Background: an optimization exercise with open tools, aiming at small area and a short achievable clock period. Do not read the settings as production practice. RTL that was checked went through simulation tests only; none was proved equivalent to the original. No activity file was given, so power comes from the tool's default toggle rates.

==> job 4416 <==
==> flow/design.v <==
package tetris_pkg;
	localparam int WELL_COLS = 10;
	localparam int WELL_ROWS = 20;  
	localparam int ROW_W = $clog2(WELL_ROWS);
	localparam int COL_W = $clog2(WELL_COLS);
	localparam int CELL_SHIFT = 4;  
	localparam int COORD_W = 12;
	localparam int CELL_W = COORD_W - CELL_SHIFT;
	localparam int NUM_SHAPES = 7;
	localparam int SHAPE_W = 3;
	localparam int GRAVITY_FRAMES = 8;
	localparam int GRAV_W = $clog2(GRAVITY_FRAMES);
	localparam int FLICK_STEPS = 4;  
	localparam int FLICK_W = $clog2(FLICK_STEPS);
	localparam int ACT_W = 3;  
	localparam logic [NUM_SHAPES*WELL_COLS*WELL_ROWS-1:0] SPAWN_SHAPES = {
		{20'h0, 20'h0, 20'h0, 20'h1, 20'h1, 20'h1, 20'h1, 20'h0, 20'h0, 20'h0},  
		{20'h0, 20'h0, 20'h0, 20'h2, 20'h3, 20'h2, 20'h0, 20'h0, 20'h0, 20'h0},
		{20'h0, 20'h0, 20'h0, 20'h1, 20'h3, 20'h2, 20'h0, 20'h0, 20'h0, 20'h0},
		{20'h0, 20'h0, 20'h0, 20'h2, 20'h3, 20'h1, 20'h0, 20'h0, 20'h0, 20'h0},
		{20'h0, 20'h0, 20'h0, 20'h2, 20'h2, 20'h3, 20'h0, 20'h0, 20'h0, 20'h0},
		{20'h0, 20'h0, 20'h0, 20'h3, 20'h2, 20'h2, 20'h0, 20'h0, 20'h0, 20'h0},
		{20'h0, 20'h0, 20'h0, 20'h0, 20'h3, 20'h3, 20'h0, 20'h0, 20'h0, 20'h0}   
	};
endpackage
`timescale 1ns/1ps
module tetris_top (
	input logic clk,
	input logic rst,
	input logic frame,
	input logic [2:0] action,
	input logic [11:0] x,
	input logic [11:0] y,
	input logic line_start,
	output logic lit
);
	logic [9:0][19:0] well;
	logic init;  
	logic valid;
	logic [2:0] nxt;
	logic [2:0] cnt;
	logic [9:0] bc;
	logic [9:0] tc;
	logic [19:0] rsel;
	logic tick;
	logic land;
	logic merged;
	logic [9:0] sb, st;  
	logic sfirst;  
	always_comb begin
		sfirst = 1'b0;
		case (nxt)
			3'd0: begin sb = 10'b0000110000; st = 10'b0000110000; end  
			3'd1: begin sb = 10'b0001110000; st = 10'b0001000000; end
			3'd2: begin sb = 10'b0001110000; st = 10'b0000010000; end
			3'd3: begin sb = 10'b0001100000; st = 10'b0000110000; end
			3'd4: begin sb = 10'b0000110000; st = 10'b0001100000; end
			3'd5: begin sb = 10'b0001110000; st = 10'b0000100000; end
			default: begin sb = 10'b0001111000; st = 10'b0000000000; sfirst = 1'b1; end  
		endcase
	end
	logic [19:0] bw;  
	logic [19:0] tw;  
	always_comb begin
		for (int r = 0; r < 20; r++) begin
			bw[r] = 1'b0;
			tw[r] = 1'b0;
			for (int c = 0; c < 10; c++) begin
				bw[r] = bw[r] | (bc[c] & well[c][r]);
				tw[r] = tw[r] | (tc[c] & well[c][r]);
			end
		end
		land = rsel[19];
		for (int r = 0; r < 20; r++) begin
			if (r > 0)
				land = land | (rsel[r-1] & bw[r]);
			land = land | (rsel[r] & tw[r]);
		end
	end
	assign merged = valid & land;
	assign tick = frame & (cnt == 3'd0);
	logic go_left, go_right, go_down;
	assign go_left = action[2] & !bc[0] & !tc[0];
	assign go_right = !action[2] & action[1] & !bc[9] & !tc[9];
	assign go_down = tick | (action == 3'b001);
	always_ff @(posedge clk or posedge rst) begin
		if (rst) begin
			valid <= 1'b0;
			nxt <= 3'd0;
			cnt <= 3'd0;
		end else begin
			if (frame)
				cnt <= cnt + 3'd1;
			if (merged)
				valid <= 1'b0;
			else if (tick & !valid) begin
				valid <= 1'b1;
				nxt <= (nxt == 3'd6) ? 3'd0 : nxt + 3'd1;
			end
		end
	end
	always_ff @(posedge clk) begin
		if (frame) begin
			if (tick & !valid) begin
				bc <= sb;
				tc <= st;
				rsel <= sfirst ? 20'd1 : 20'd2;
			end else begin
				if (go_left) begin
					bc <= bc >> 1;
					tc <= tc >> 1;
				end else if (go_right) begin
					bc <= bc << 1;
					tc <= tc << 1;
				end
				if (go_down)
					rsel <= rsel << 1;
			end
		end
	end
	logic [19:0] fmask;
	logic [1:0] step;
	logic [19:0] full;
	logic [19:0] keep;  
	logic [19:0] onehot;
	logic found;
	logic last;
	always_comb begin
		for (int r = 0; r < 20; r++) begin
			logic a;
			a = 1'b1;
			for (int c = 0; c < 10; c++)
				a = a & well[c][r];
			full[r] = fmask[r] | a;
		end
		keep[19] = !full[19];
		for (int r = 18; r >= 0; r--)
			keep[r] = keep[r+1] & !full[r];
		onehot[19] = full[19];
		for (int r = 0; r < 19; r++)
			onehot[r] = full[r] & keep[r+1];
		found = !keep[0];
	end
	assign last = (step == 2'd3);
	always_ff @(posedge clk or posedge rst) begin
		if (rst) begin
			step <= 2'd0;
			fmask <= '0;
			init <= 1'b1;
		end else begin
			init <= 1'b0;
			if (frame & found & !init) begin
				step <= step + 2'd1;
				fmask <= last ? 20'd0 : onehot;
			end
		end
	end
	logic [19:0] rd;  
	logic [19:0] re;  
	logic [19:0] rt;  
	logic [19:0] mb;  
	logic [19:0] mt;  
	always_comb begin
		for (int r = 0; r < 20; r++) begin
			rd[r] = frame & last & !keep[r] & !merged & !init;
			re[r] = !rd[r] & !init;
			rt[r] = frame & !last & onehot[r] & !merged;
			mb[r] = merged & rsel[r];
			mt[r] = (r < 19) ? (merged & rsel[r < 19 ? r+1 : 0]) : 1'b0;
		end
	end
	always_ff @(posedge clk) begin
		for (int c = 0; c < 10; c++) begin
			for (int r = 0; r < 20; r++) begin
				well[c][r] <= ((r > 0) ? (rd[r] & well[c][r > 0 ? r-1 : 0]) : 1'b0) |
					(re[r] & ((well[c][r] | (mb[r] & bc[c]) | (mt[r] & tc[c])) ^ rt[r]));
			end
		end
	end
	logic [19:0] row_buf;
	logic [7:0] ycell;
	logic [7:0] xcell;
	logic [9:0] colsel;
	logic [19:0] wcol;
	logic pbsel, ptsel;
	logic [19:0] pcol;
	assign ycell = y[11:4];
	assign xcell = x[11:4];
	always_comb begin
		for (int c = 0; c < 10; c++)
			colsel[c] = (ycell == 8'(c + 1)) & !init;
		wcol = '0;
		pbsel = 1'b0;
		ptsel = 1'b0;
		for (int c = 0; c < 10; c++) begin
			wcol = wcol | ({20{colsel[c]}} & well[c]);
			pbsel = pbsel | (colsel[c] & bc[c]);
			ptsel = ptsel | (colsel[c] & tc[c]);
		end
		pbsel = pbsel & valid;
		ptsel = ptsel & valid;
		for (int r = 0; r < 20; r++)
			pcol[r] = (pbsel & rsel[r]) | ((r < 19) ? (ptsel & rsel[r < 19 ? r+1 : 0]) : 1'b0);
	end
	always_ff @(posedge clk or posedge rst) begin
		if (rst) begin
			row_buf <= '0;
			lit <= 1'b0;
		end else begin
			if (line_start)
				row_buf <= wcol | pcol;
			lit <= (xcell < 8'd20) & row_buf[5'd19 - xcell[4:0]];
		end
	end
endmodule
==> flow/run.sh <==
#!/bin/bash
# synth_recipe.tcl (not shown) runs the flow's synth.tcl, then flattens the netlist and writes it again
# the make line also repeats each setting of config.mk as NAME=value (left out here)
make -C /OpenROAD-flow-scripts/flow DESIGN_CONFIG=/design/flow/config.mk WORK_HOME=/design/flow/orfs CLKGATE_MAP_FILE= SYNTH_SCRIPT=/design/flow/synth_recipe.tcl finish
==> flow/config.mk <==
export PLATFORM = sky130hd
export DESIGN_NAME = tetris_top
export DESIGN_NICKNAME = tetris_top
export VERILOG_FILES = /design/flow/design.v
export SDC_FILE = /design/flow/constraint.sdc
export NUM_CORES = 4
export LEC_CHECK = 0
export CAP_MARGIN = 20
export CORE_MARGIN = 2
export CORE_UTILIZATION = 40
export SETUP_SLACK_MARGIN = 4.2
export SLEW_MARGIN = 20
==> flow/constraint.sdc <==
create_clock -name core_clock -period 7.0 [get_ports {clk}]
set_input_delay 1.4000 -clock core_clock [delete_from_list [all_inputs] [get_ports {clk}]]
set_output_delay 1.4000 -clock core_clock [all_outputs]
set_load 0.01 [all_outputs]
==> job 5939: changes against job 4416 <==
--- a/flow/design.v
+++ b/flow/design.v
@@ -26,2 +26,84 @@
 `timescale 1ns/1ps
+module piece_unit (
+	input logic [9:0][19:0] well,
+	input logic [9:0] bc,  
+	input logic [9:0] tc,  
+	input logic [19:0] rsel,  
+	input logic floor,  
+	output logic land
+);
+	logic [19:0] bw;
+	logic [19:0] tw;
+	always_comb begin
+		for (int r = 0; r < 20; r++) begin
+			bw[r] = 1'b0;
+			tw[r] = 1'b0;
+			for (int c = 0; c < 10; c++) begin
+				bw[r] = bw[r] | (bc[c] & well[c][r]);
+				tw[r] = tw[r] | (tc[c] & well[c][r]);
+			end
+		end
+		land = floor;
+		for (int r = 0; r < 20; r++) begin
+			if (r > 0)
+				land = land | (rsel[r-1] & bw[r]);
+			land = land | (rsel[r] & tw[r]);
+		end
+	end
+endmodule
+`timescale 1ns/1ps
+module board_unit (
+	input logic [9:0][19:0] well,
+	input logic [19:0] rd,  
+	input logic [19:0] rk,  
+	input logic [19:0] rt,  
+	input logic [19:0] mb,  
+	input logic [19:0] mt,  
+	input logic [9:0] bc,
+	input logic [9:0] tc,
+	output logic [9:0][19:0] nxt
+);
+	always_comb begin
+		for (int c = 0; c < 10; c++) begin
+			for (int r = 0; r < 20; r++) begin
+				nxt[c][r] = ((r > 0) ? (rd[r] & well[c][r > 0 ? r-1 : 0]) : 1'b0) |
+					(well[c][r] ? rk[r] : rt[r]) | (mb[r] & bc[c]) | (mt[r] & tc[c]);
+			end
+		end
+	end
+endmodule
+`timescale 1ns/1ps
+module line_clear (
+	input logic merged,
+	input logic init,
+	input logic [19:0] d0,  
+	input logic [19:0] t0,  
+	input logic [19:0] rsel,  
+	output logic [19:0] rd,  
+	output logic [19:0] rk,  
+	output logic [19:0] rt,  
+	output logic [19:0] mb  
+);
+	always_comb begin
+		for (int r = 0; r < 20; r++) begin
+			rd[r] = d0[r] & !merged;
+			rt[r] = t0[r] & !merged;
+			rk[r] = !init & (merged | !(d0[r] | t0[r]));
+			mb[r] = merged & rsel[r];
+		end
+	end
+endmodule
+`timescale 1ns/1ps
+module cell_scan (
+	input logic [9:0][19:0] well,
+	input logic [9:0] colsel,  
+	output logic [19:0] wcol
+);
+	always_comb begin
+		wcol = '0;
+		for (int c = 0; c < 10; c++)
+			wcol = wcol | ({20{colsel[c]}} & well[c]);
+	end
+endmodule
+`timescale 1ns/1ps
 module tetris_top (
@@ -43,3 +125,4 @@
 	logic [9:0] tc;
-	logic [19:0] rsel;
+	logic [4:0] rb;
+	logic [19:0] rsel;  
 	logic tick;
@@ -61,21 +144,14 @@
 	end
-	logic [19:0] bw;  
-	logic [19:0] tw;  
-	always_comb begin
-		for (int r = 0; r < 20; r++) begin
-			bw[r] = 1'b0;
-			tw[r] = 1'b0;
-			for (int c = 0; c < 10; c++) begin
-				bw[r] = bw[r] | (bc[c] & well[c][r]);
-				tw[r] = tw[r] | (tc[c] & well[c][r]);
-			end
-		end
-		land = rsel[19];
-		for (int r = 0; r < 20; r++) begin
-			if (r > 0)
-				land = land | (rsel[r-1] & bw[r]);
-			land = land | (rsel[r] & tw[r]);
-		end
-	end
-	assign merged = valid & land;
+	always_comb
+		for (int r = 0; r < 20; r++)
+			rsel[r] = valid & (rb == 5'(r));
+	piece_unit land_i (
+		.well(well),
+		.bc(bc),
+		.tc(tc),
+		.rsel(rsel),
+		.floor(valid & (rb == 5'd19)),
+		.land(land)
+	);
+	assign merged = land;  
 	assign tick = frame & (cnt == 3'd0);
@@ -101,22 +177,18 @@
 	end
+	logic spawn, ml, mr, hold;
+	assign spawn = tick & !valid;
+	assign ml = frame & !spawn & go_left;
+	assign mr = frame & !spawn & go_right;
+	assign hold = !spawn & !ml & !mr;
 	always_ff @(posedge clk) begin
+		bc <= ({10{spawn}} & sb) | ({10{ml}} & (bc >> 1)) | ({10{mr}} & (bc << 1)) | ({10{hold}} & bc);
+		tc <= ({10{spawn}} & st) | ({10{ml}} & (tc >> 1)) | ({10{mr}} & (tc << 1)) | ({10{hold}} & tc);
 		if (frame) begin
-			if (tick & !valid) begin
-				bc <= sb;
-				tc <= st;
-				rsel <= sfirst ? 20'd1 : 20'd2;
-			end else begin
-				if (go_left) begin
-					bc <= bc >> 1;
-					tc <= tc >> 1;
-				end else if (go_right) begin
-					bc <= bc << 1;
-					tc <= tc << 1;
-				end
-				if (go_down)
-					rsel <= rsel << 1;
-			end
-		end
-	end
-	logic [19:0] fmask;
+			if (spawn)
+				rb <= sfirst ? 5'd0 : 5'd1;
+			else if (go_down)
+				rb <= rb + 5'd1;
+		end
+	end
+	logic [4:0] frow;  
 	logic [1:0] step;
@@ -125,4 +197,5 @@
 	logic [19:0] onehot;
+	logic [4:0] sel;
 	logic found;
-	logic last;
+	logic last;  
 	always_comb begin
@@ -133,3 +206,3 @@
 				a = a & well[c][r];
-			full[r] = fmask[r] | a;
+			full[r] = a | ((step != 2'd0) & (frow == 5'(r)));
 		end
@@ -142,4 +215,6 @@
 		found = !keep[0];
-	end
-	assign last = (step == 2'd3);
+		sel = '0;
+		for (int r = 0; r < 20; r++)
+			sel = sel | ({5{onehot[r]}} & 5'(r));
+	end
 	always_ff @(posedge clk or posedge rst) begin
@@ -147,3 +222,3 @@
 			step <= 2'd0;
-			fmask <= '0;
+			last <= 1'b0;
 			init <= 1'b1;
@@ -153,3 +228,3 @@
 				step <= step + 2'd1;
-				fmask <= last ? 20'd0 : onehot;
+				last <= (step == 2'd2);
 			end
@@ -157,4 +232,7 @@
 	end
+	always_ff @(posedge clk)
+		if (frame & found & !init & !last)
+			frow <= sel;
 	logic [19:0] rd;  
-	logic [19:0] re;  
+	logic [19:0] rk;  
 	logic [19:0] rt;  
@@ -162,21 +240,40 @@
 	logic [19:0] mt;  
-	always_comb begin
-		for (int r = 0; r < 20; r++) begin
-			rd[r] = frame & last & !keep[r] & !merged & !init;
-			re[r] = !rd[r] & !init;
-			rt[r] = frame & !last & onehot[r] & !merged;
-			mb[r] = merged & rsel[r];
-			mt[r] = (r < 19) ? (merged & rsel[r < 19 ? r+1 : 0]) : 1'b0;
-		end
-	end
-	always_ff @(posedge clk) begin
-		for (int c = 0; c < 10; c++) begin
-			for (int r = 0; r < 20; r++) begin
-				well[c][r] <= ((r > 0) ? (rd[r] & well[c][r > 0 ? r-1 : 0]) : 1'b0) |
-					(re[r] & ((well[c][r] | (mb[r] & bc[c]) | (mt[r] & tc[c])) ^ rt[r]));
-			end
-		end
-	end
+	logic shf, tog;
+	assign shf = frame & last & !init;
+	assign tog = frame & !last & !init;
+	logic [19:0] d0, t0;
+	always_comb begin
+		for (int r = 0; r < 20; r++) begin
+			d0[r] = shf & !keep[r];
+			t0[r] = tog & onehot[r];
+		end
+	end
+	line_clear ctrl_i (
+		.merged(merged),
+		.init(init),
+		.d0(d0),
+		.t0(t0),
+		.rsel(rsel),
+		.rd(rd),
+		.rk(rk),
+		.rt(rt),
+		.mb(mb)
+	);
+	assign mt = {1'b0, mb[19:1]};  
+	logic [9:0][19:0] well_nxt;
+	board_unit cells_i (
+		.well(well),
+		.rd(rd),
+		.rk(rk),
+		.rt(rt),
+		.mb(mb),
+		.mt(mt),
+		.bc(bc),
+		.tc(tc),
+		.nxt(well_nxt)
+	);
+	always_ff @(posedge clk)
+		well <= well_nxt;
 	logic [19:0] row_buf;
-	logic [7:0] ycell;
+	logic [19:0] col;
 	logic [7:0] xcell;
@@ -184,25 +281,30 @@
 	logic [19:0] wcol;
-	logic pbsel, ptsel;
-	logic [19:0] pcol;
-	assign ycell = y[11:4];
+	logic pb, pt, ok;
 	assign xcell = x[11:4];
-	always_comb begin
+	assign ok = (y[11:8] == 4'd0) & !init;
+	always_comb
 		for (int c = 0; c < 10; c++)
-			colsel[c] = (ycell == 8'(c + 1)) & !init;
-		wcol = '0;
-		pbsel = 1'b0;
-		ptsel = 1'b0;
+			colsel[c] = (y[7:4] == 4'(c + 1));
+	cell_scan col_i (
+		.well(well),
+		.colsel(colsel),
+		.wcol(wcol)
+	);
+	always_comb begin
+		pb = 1'b0;
+		pt = 1'b0;
 		for (int c = 0; c < 10; c++) begin
-			wcol = wcol | ({20{colsel[c]}} & well[c]);
-			pbsel = pbsel | (colsel[c] & bc[c]);
-			ptsel = ptsel | (colsel[c] & tc[c]);
-		end
-		pbsel = pbsel & valid;
-		ptsel = ptsel & valid;
+			pb = pb | (colsel[c] & bc[c]);
+			pt = pt | (colsel[c] & tc[c]);
+		end
 		for (int r = 0; r < 20; r++)
-			pcol[r] = (pbsel & rsel[r]) | ((r < 19) ? (ptsel & rsel[r < 19 ? r+1 : 0]) : 1'b0);
-	end
+			col[r] = ok & (wcol[r] | (pb & rsel[r]) | ((r < 19) ? (pt & rsel[r < 19 ? r+1 : 0]) : 1'b0));
+	end
+	logic rbv;  
+	always_ff @(posedge clk)
+		if (line_start)
+			row_buf <= col;
 	always_ff @(posedge clk or posedge rst) begin
 		if (rst) begin
-			row_buf <= '0;
+			rbv <= 1'b0;
 			lit <= 1'b0;
@@ -210,6 +312,6 @@
 			if (line_start)
-				row_buf <= wcol | pcol;
-			lit <= (xcell < 8'd20) & row_buf[5'd19 - xcell[4:0]];
-		end
-	end
-endmodule
+				rbv <= 1'b1;
+			lit <= rbv & (xcell < 8'd20) & row_buf[5'd19 - xcell[4:0]];
+		end
+	end
+endmodule
--- a/flow/config.mk
+++ b/flow/config.mk
@@ -10,3 +10,5 @@
 export CORE_UTILIZATION = 40
-export SETUP_SLACK_MARGIN = 4.2
+export CTS_BUF_LIST = sky130_fd_sc_hd__clkbuf_8
+export SETUP_SLACK_MARGIN = 4.0
 export SLEW_MARGIN = 20
+export SYNTH_HIERARCHICAL = 1
==> job 4547: changes against job 4416 <==
--- a/flow/design.v
+++ b/flow/design.v
@@ -26,2 +26,86 @@
 `timescale 1ns/1ps
+module piece_unit (
+	input logic [9:0][19:0] well,
+	input logic [9:0] bc,  
+	input logic [9:0] tc,  
+	input logic [19:0] rsel,  
+	input logic floor,  
+	output logic land
+);
+	logic [19:0] bw;
+	logic [19:0] tw;
+	always_comb begin
+		for (int r = 0; r < 20; r++) begin
+			bw[r] = 1'b0;
+			tw[r] = 1'b0;
+			for (int c = 0; c < 10; c++) begin
+				bw[r] = bw[r] | (bc[c] & well[c][r]);
+				tw[r] = tw[r] | (tc[c] & well[c][r]);
+			end
+		end
+		land = floor;
+		for (int r = 0; r < 20; r++) begin
+			if (r > 0)
+				land = land | (rsel[r-1] & bw[r]);
+			land = land | (rsel[r] & tw[r]);
+		end
+	end
+endmodule
+`timescale 1ns/1ps
+module board_unit (
+	input logic [9:0][19:0] well,
+	input logic [19:0] rd,  
+	input logic [19:0] rk,  
+	input logic [19:0] rt,  
+	input logic [19:0] mb,  
+	input logic [19:0] mt,  
+	input logic [9:0] bc,
+	input logic [9:0] tc,
+	output logic [9:0][19:0] nxt
+);
+	always_comb begin
+		for (int c = 0; c < 10; c++) begin
+			for (int r = 0; r < 20; r++) begin
+				nxt[c][r] = ((r > 0) ? (rd[r] & well[c][r > 0 ? r-1 : 0]) : 1'b0) |
+					(well[c][r] ? rk[r] : rt[r]) | (mb[r] & bc[c]) | (mt[r] & tc[c]);
+			end
+		end
+	end
+endmodule
+`timescale 1ns/1ps
+module line_clear (
+	input logic merged,
+	input logic init,
+	input logic [19:0] d0,  
+	input logic [19:0] t0,  
+	input logic [19:0] rsel,  
+	output logic [19:0] rd,  
+	output logic [19:0] rk,  
+	output logic [19:0] rt,  
+	output logic [19:0] mb,  
+	output logic [19:0] mt  
+);
+	always_comb begin
+		for (int r = 0; r < 20; r++) begin
+			rd[r] = d0[r] & !merged;
+			rt[r] = t0[r] & !merged;
+			rk[r] = !init & (merged | !(d0[r] | t0[r]));
+			mb[r] = merged & rsel[r];
+			mt[r] = (r < 19) ? (merged & rsel[r < 19 ? r+1 : 0]) : 1'b0;
+		end
+	end
+endmodule
+`timescale 1ns/1ps
+module cell_scan (
+	input logic [9:0][19:0] well,
+	input logic [9:0] colsel,  
+	output logic [19:0] wcol
+);
+	always_comb begin
+		wcol = '0;
+		for (int c = 0; c < 10; c++)
+			wcol = wcol | ({20{colsel[c]}} & well[c]);
+	end
+endmodule
+`timescale 1ns/1ps
 module tetris_top (
@@ -43,3 +127,4 @@
 	logic [9:0] tc;
-	logic [19:0] rsel;
+	logic [4:0] rb;
+	logic [19:0] rsel;  
 	logic tick;
@@ -61,21 +146,14 @@
 	end
-	logic [19:0] bw;  
-	logic [19:0] tw;  
-	always_comb begin
-		for (int r = 0; r < 20; r++) begin
-			bw[r] = 1'b0;
-			tw[r] = 1'b0;
-			for (int c = 0; c < 10; c++) begin
-				bw[r] = bw[r] | (bc[c] & well[c][r]);
-				tw[r] = tw[r] | (tc[c] & well[c][r]);
-			end
-		end
-		land = rsel[19];
-		for (int r = 0; r < 20; r++) begin
-			if (r > 0)
-				land = land | (rsel[r-1] & bw[r]);
-			land = land | (rsel[r] & tw[r]);
-		end
-	end
-	assign merged = valid & land;
+	always_comb
+		for (int r = 0; r < 20; r++)
+			rsel[r] = valid & (rb == 5'(r));
+	piece_unit land_i (
+		.well(well),
+		.bc(bc),
+		.tc(tc),
+		.rsel(rsel),
+		.floor(valid & (rb == 5'd19)),
+		.land(land)
+	);
+	assign merged = land;  
 	assign tick = frame & (cnt == 3'd0);
@@ -101,22 +179,18 @@
 	end
+	logic spawn, ml, mr, hold;
+	assign spawn = tick & !valid;
+	assign ml = frame & !spawn & go_left;
+	assign mr = frame & !spawn & go_right;
+	assign hold = !spawn & !ml & !mr;
 	always_ff @(posedge clk) begin
+		bc <= ({10{spawn}} & sb) | ({10{ml}} & (bc >> 1)) | ({10{mr}} & (bc << 1)) | ({10{hold}} & bc);
+		tc <= ({10{spawn}} & st) | ({10{ml}} & (tc >> 1)) | ({10{mr}} & (tc << 1)) | ({10{hold}} & tc);
 		if (frame) begin
-			if (tick & !valid) begin
-				bc <= sb;
-				tc <= st;
-				rsel <= sfirst ? 20'd1 : 20'd2;
-			end else begin
-				if (go_left) begin
-					bc <= bc >> 1;
-					tc <= tc >> 1;
-				end else if (go_right) begin
-					bc <= bc << 1;
-					tc <= tc << 1;
-				end
-				if (go_down)
-					rsel <= rsel << 1;
-			end
-		end
-	end
-	logic [19:0] fmask;
+			if (spawn)
+				rb <= sfirst ? 5'd0 : 5'd1;
+			else if (go_down)
+				rb <= rb + 5'd1;
+		end
+	end
+	logic [4:0] frow;  
 	logic [1:0] step;
@@ -125,4 +199,5 @@
 	logic [19:0] onehot;
+	logic [4:0] sel;
 	logic found;
-	logic last;
+	logic last;  
 	always_comb begin
@@ -133,3 +208,3 @@
 				a = a & well[c][r];
-			full[r] = fmask[r] | a;
+			full[r] = a | ((step != 2'd0) & (frow == 5'(r)));
 		end
@@ -142,4 +217,6 @@
 		found = !keep[0];
-	end
-	assign last = (step == 2'd3);
+		sel = '0;
+		for (int r = 0; r < 20; r++)
+			sel = sel | ({5{onehot[r]}} & 5'(r));
+	end
 	always_ff @(posedge clk or posedge rst) begin
@@ -147,3 +224,3 @@
 			step <= 2'd0;
-			fmask <= '0;
+			last <= 1'b0;
 			init <= 1'b1;
@@ -153,3 +230,3 @@
 				step <= step + 2'd1;
-				fmask <= last ? 20'd0 : onehot;
+				last <= (step == 2'd2);
 			end
@@ -157,4 +234,7 @@
 	end
+	always_ff @(posedge clk)
+		if (frame & found & !init & !last)
+			frow <= sel;
 	logic [19:0] rd;  
-	logic [19:0] re;  
+	logic [19:0] rk;  
 	logic [19:0] rt;  
@@ -162,21 +242,40 @@
 	logic [19:0] mt;  
-	always_comb begin
-		for (int r = 0; r < 20; r++) begin
-			rd[r] = frame & last & !keep[r] & !merged & !init;
-			re[r] = !rd[r] & !init;
-			rt[r] = frame & !last & onehot[r] & !merged;
-			mb[r] = merged & rsel[r];
-			mt[r] = (r < 19) ? (merged & rsel[r < 19 ? r+1 : 0]) : 1'b0;
-		end
-	end
-	always_ff @(posedge clk) begin
-		for (int c = 0; c < 10; c++) begin
-			for (int r = 0; r < 20; r++) begin
-				well[c][r] <= ((r > 0) ? (rd[r] & well[c][r > 0 ? r-1 : 0]) : 1'b0) |
-					(re[r] & ((well[c][r] | (mb[r] & bc[c]) | (mt[r] & tc[c])) ^ rt[r]));
-			end
-		end
-	end
+	logic shf, tog;
+	assign shf = frame & last & !init;
+	assign tog = frame & !last & !init;
+	logic [19:0] d0, t0;
+	always_comb begin
+		for (int r = 0; r < 20; r++) begin
+			d0[r] = shf & !keep[r];
+			t0[r] = tog & onehot[r];
+		end
+	end
+	line_clear ctrl_i (
+		.merged(merged),
+		.init(init),
+		.d0(d0),
+		.t0(t0),
+		.rsel(rsel),
+		.rd(rd),
+		.rk(rk),
+		.rt(rt),
+		.mb(mb),
+		.mt(mt)
+	);
+	logic [9:0][19:0] well_nxt;
+	board_unit cells_i (
+		.well(well),
+		.rd(rd),
+		.rk(rk),
+		.rt(rt),
+		.mb(mb),
+		.mt(mt),
+		.bc(bc),
+		.tc(tc),
+		.nxt(well_nxt)
+	);
+	always_ff @(posedge clk)
+		well <= well_nxt;
 	logic [19:0] row_buf;
-	logic [7:0] ycell;
+	logic [19:0] col;
 	logic [7:0] xcell;
@@ -184,25 +283,30 @@
 	logic [19:0] wcol;
-	logic pbsel, ptsel;
-	logic [19:0] pcol;
-	assign ycell = y[11:4];
+	logic pb, pt, ok;
 	assign xcell = x[11:4];
-	always_comb begin
+	assign ok = (y[11:8] == 4'd0) & !init;
+	always_comb
 		for (int c = 0; c < 10; c++)
-			colsel[c] = (ycell == 8'(c + 1)) & !init;
-		wcol = '0;
-		pbsel = 1'b0;
-		ptsel = 1'b0;
+			colsel[c] = (y[7:4] == 4'(c + 1));
+	cell_scan col_i (
+		.well(well),
+		.colsel(colsel),
+		.wcol(wcol)
+	);
+	always_comb begin
+		pb = 1'b0;
+		pt = 1'b0;
 		for (int c = 0; c < 10; c++) begin
-			wcol = wcol | ({20{colsel[c]}} & well[c]);
-			pbsel = pbsel | (colsel[c] & bc[c]);
-			ptsel = ptsel | (colsel[c] & tc[c]);
-		end
-		pbsel = pbsel & valid;
-		ptsel = ptsel & valid;
+			pb = pb | (colsel[c] & bc[c]);
+			pt = pt | (colsel[c] & tc[c]);
+		end
 		for (int r = 0; r < 20; r++)
-			pcol[r] = (pbsel & rsel[r]) | ((r < 19) ? (ptsel & rsel[r < 19 ? r+1 : 0]) : 1'b0);
-	end
+			col[r] = ok & (wcol[r] | (pb & rsel[r]) | ((r < 19) ? (pt & rsel[r < 19 ? r+1 : 0]) : 1'b0));
+	end
+	logic rbv;  
+	always_ff @(posedge clk)
+		if (line_start)
+			row_buf <= col;
 	always_ff @(posedge clk or posedge rst) begin
 		if (rst) begin
-			row_buf <= '0;
+			rbv <= 1'b0;
 			lit <= 1'b0;
@@ -210,6 +314,6 @@
 			if (line_start)
-				row_buf <= wcol | pcol;
-			lit <= (xcell < 8'd20) & row_buf[5'd19 - xcell[4:0]];
-		end
-	end
-endmodule
+				rbv <= 1'b1;
+			lit <= rbv & (xcell < 8'd20) & row_buf[5'd19 - xcell[4:0]];
+		end
+	end
+endmodule
--- a/flow/config.mk
+++ b/flow/config.mk
@@ -10,3 +10,5 @@
 export CORE_UTILIZATION = 40
-export SETUP_SLACK_MARGIN = 4.2
+export CTS_BUF_LIST = sky130_fd_sc_hd__clkbuf_8
+export SETUP_SLACK_MARGIN = 3.8
 export SLEW_MARGIN = 20
+export SYNTH_HIERARCHICAL = 1
==> comparison <==
Sequential share of layout area, lowest first: job 4416, job 5939, job 4547. Global-route usage, lowest first: job 4547, job 5939, job 4416. Clock power is about the same in job 4547 and job 5939. Clock skew: job 5939 > job 4416 > job 4547. In job 4416 the critical path depth is higher than in job 5939, by 5. Of job 4547 and job 4416, job 4416 has the higher non-clock buffer count (gap 126). Worst setup slack: job 4416 < job 4547 < job 5939.
==> figures <==
item                                                                               job 4547                  job 5939                   job 4416
Result of the run                                                  timing/DRC/antenna clean  timing/DRC/antenna clean   timing/DRC/antenna clean
Critical Path Max Stage Delay                                                        410 ps                    450 ps                     430 ps
Count of vias placed by the detailed router                                           20767                     20952                      23786
Met1 track demand over resource                                                      41.80%                    43.28%                     49.99%
Die X                                                                              218.7 um                  218.5 um                   225.9 um
Critical-path cell with the highest stage delay                    sky130_fd_sc_hd__dfxtp_4  sky130_fd_sc_hd__dfxtp_4  sky130_fd_sc_hd__edfxtp_1
Share of layout cells above drive strength 1                                         24.59%                    25.23%                     34.35%
Layout clock buffer count                                                                59                        65                         51
Cell depth of the worst flop-to-flop path                                                14                        12                         17
Via count normalized by instance count                                                7.714                     7.740                      7.918
Logic gate share of total power                                                       38.3%                     40.9%                      48.2%
Cell count after placement                                                             2453                      2464                       2694
Commonest non-fill, non-tap cell in the layout                     sky130_fd_sc_hd__nand2_1  sky130_fd_sc_hd__nand2_1   sky130_fd_sc_hd__dfxtp_1
Internal power                                                                     3.245 mW                  3.389 mW                   4.868 mW
Number of antenna violations at the first check in global routing                         1                         0                          6
Number of placement rows                                                                 78                        78                         81
For job 4416, only the layout was checked, not whether the RTL still works.

## what the ideal ports hide
In the flow no input, the clock included, has a driving cell. The finished layouts below were timed again as built, in two steps. Step 1, drivers: a clkbuf_16 drives clk and a buf_2 each remaining input, both assumed. Step 2, shift: input delay + t, output delay - t, t = (earliest + latest rising clock arrival at the registers) / 2. This alone moves slack from input paths to output paths. Three values: no drivers, after step 1, after step 2; two values: the first two.
run	shift t [ns]	slack for setup (ns)	worst setup path after step 2
job 4416	0.639	3.056 / 3.056 / 3.014	input to register
job 5939	0.720	3.843 / 3.843 / 3.295	input to register
job 4547	0.706	3.642 / 3.642 / 3.153	input to register
After both steps every run listed still meets setup and hold. For job 5939, which loses most, drivers alone change the setup slack by 0.000 ns; drivers and shift together by -0.548 ns.
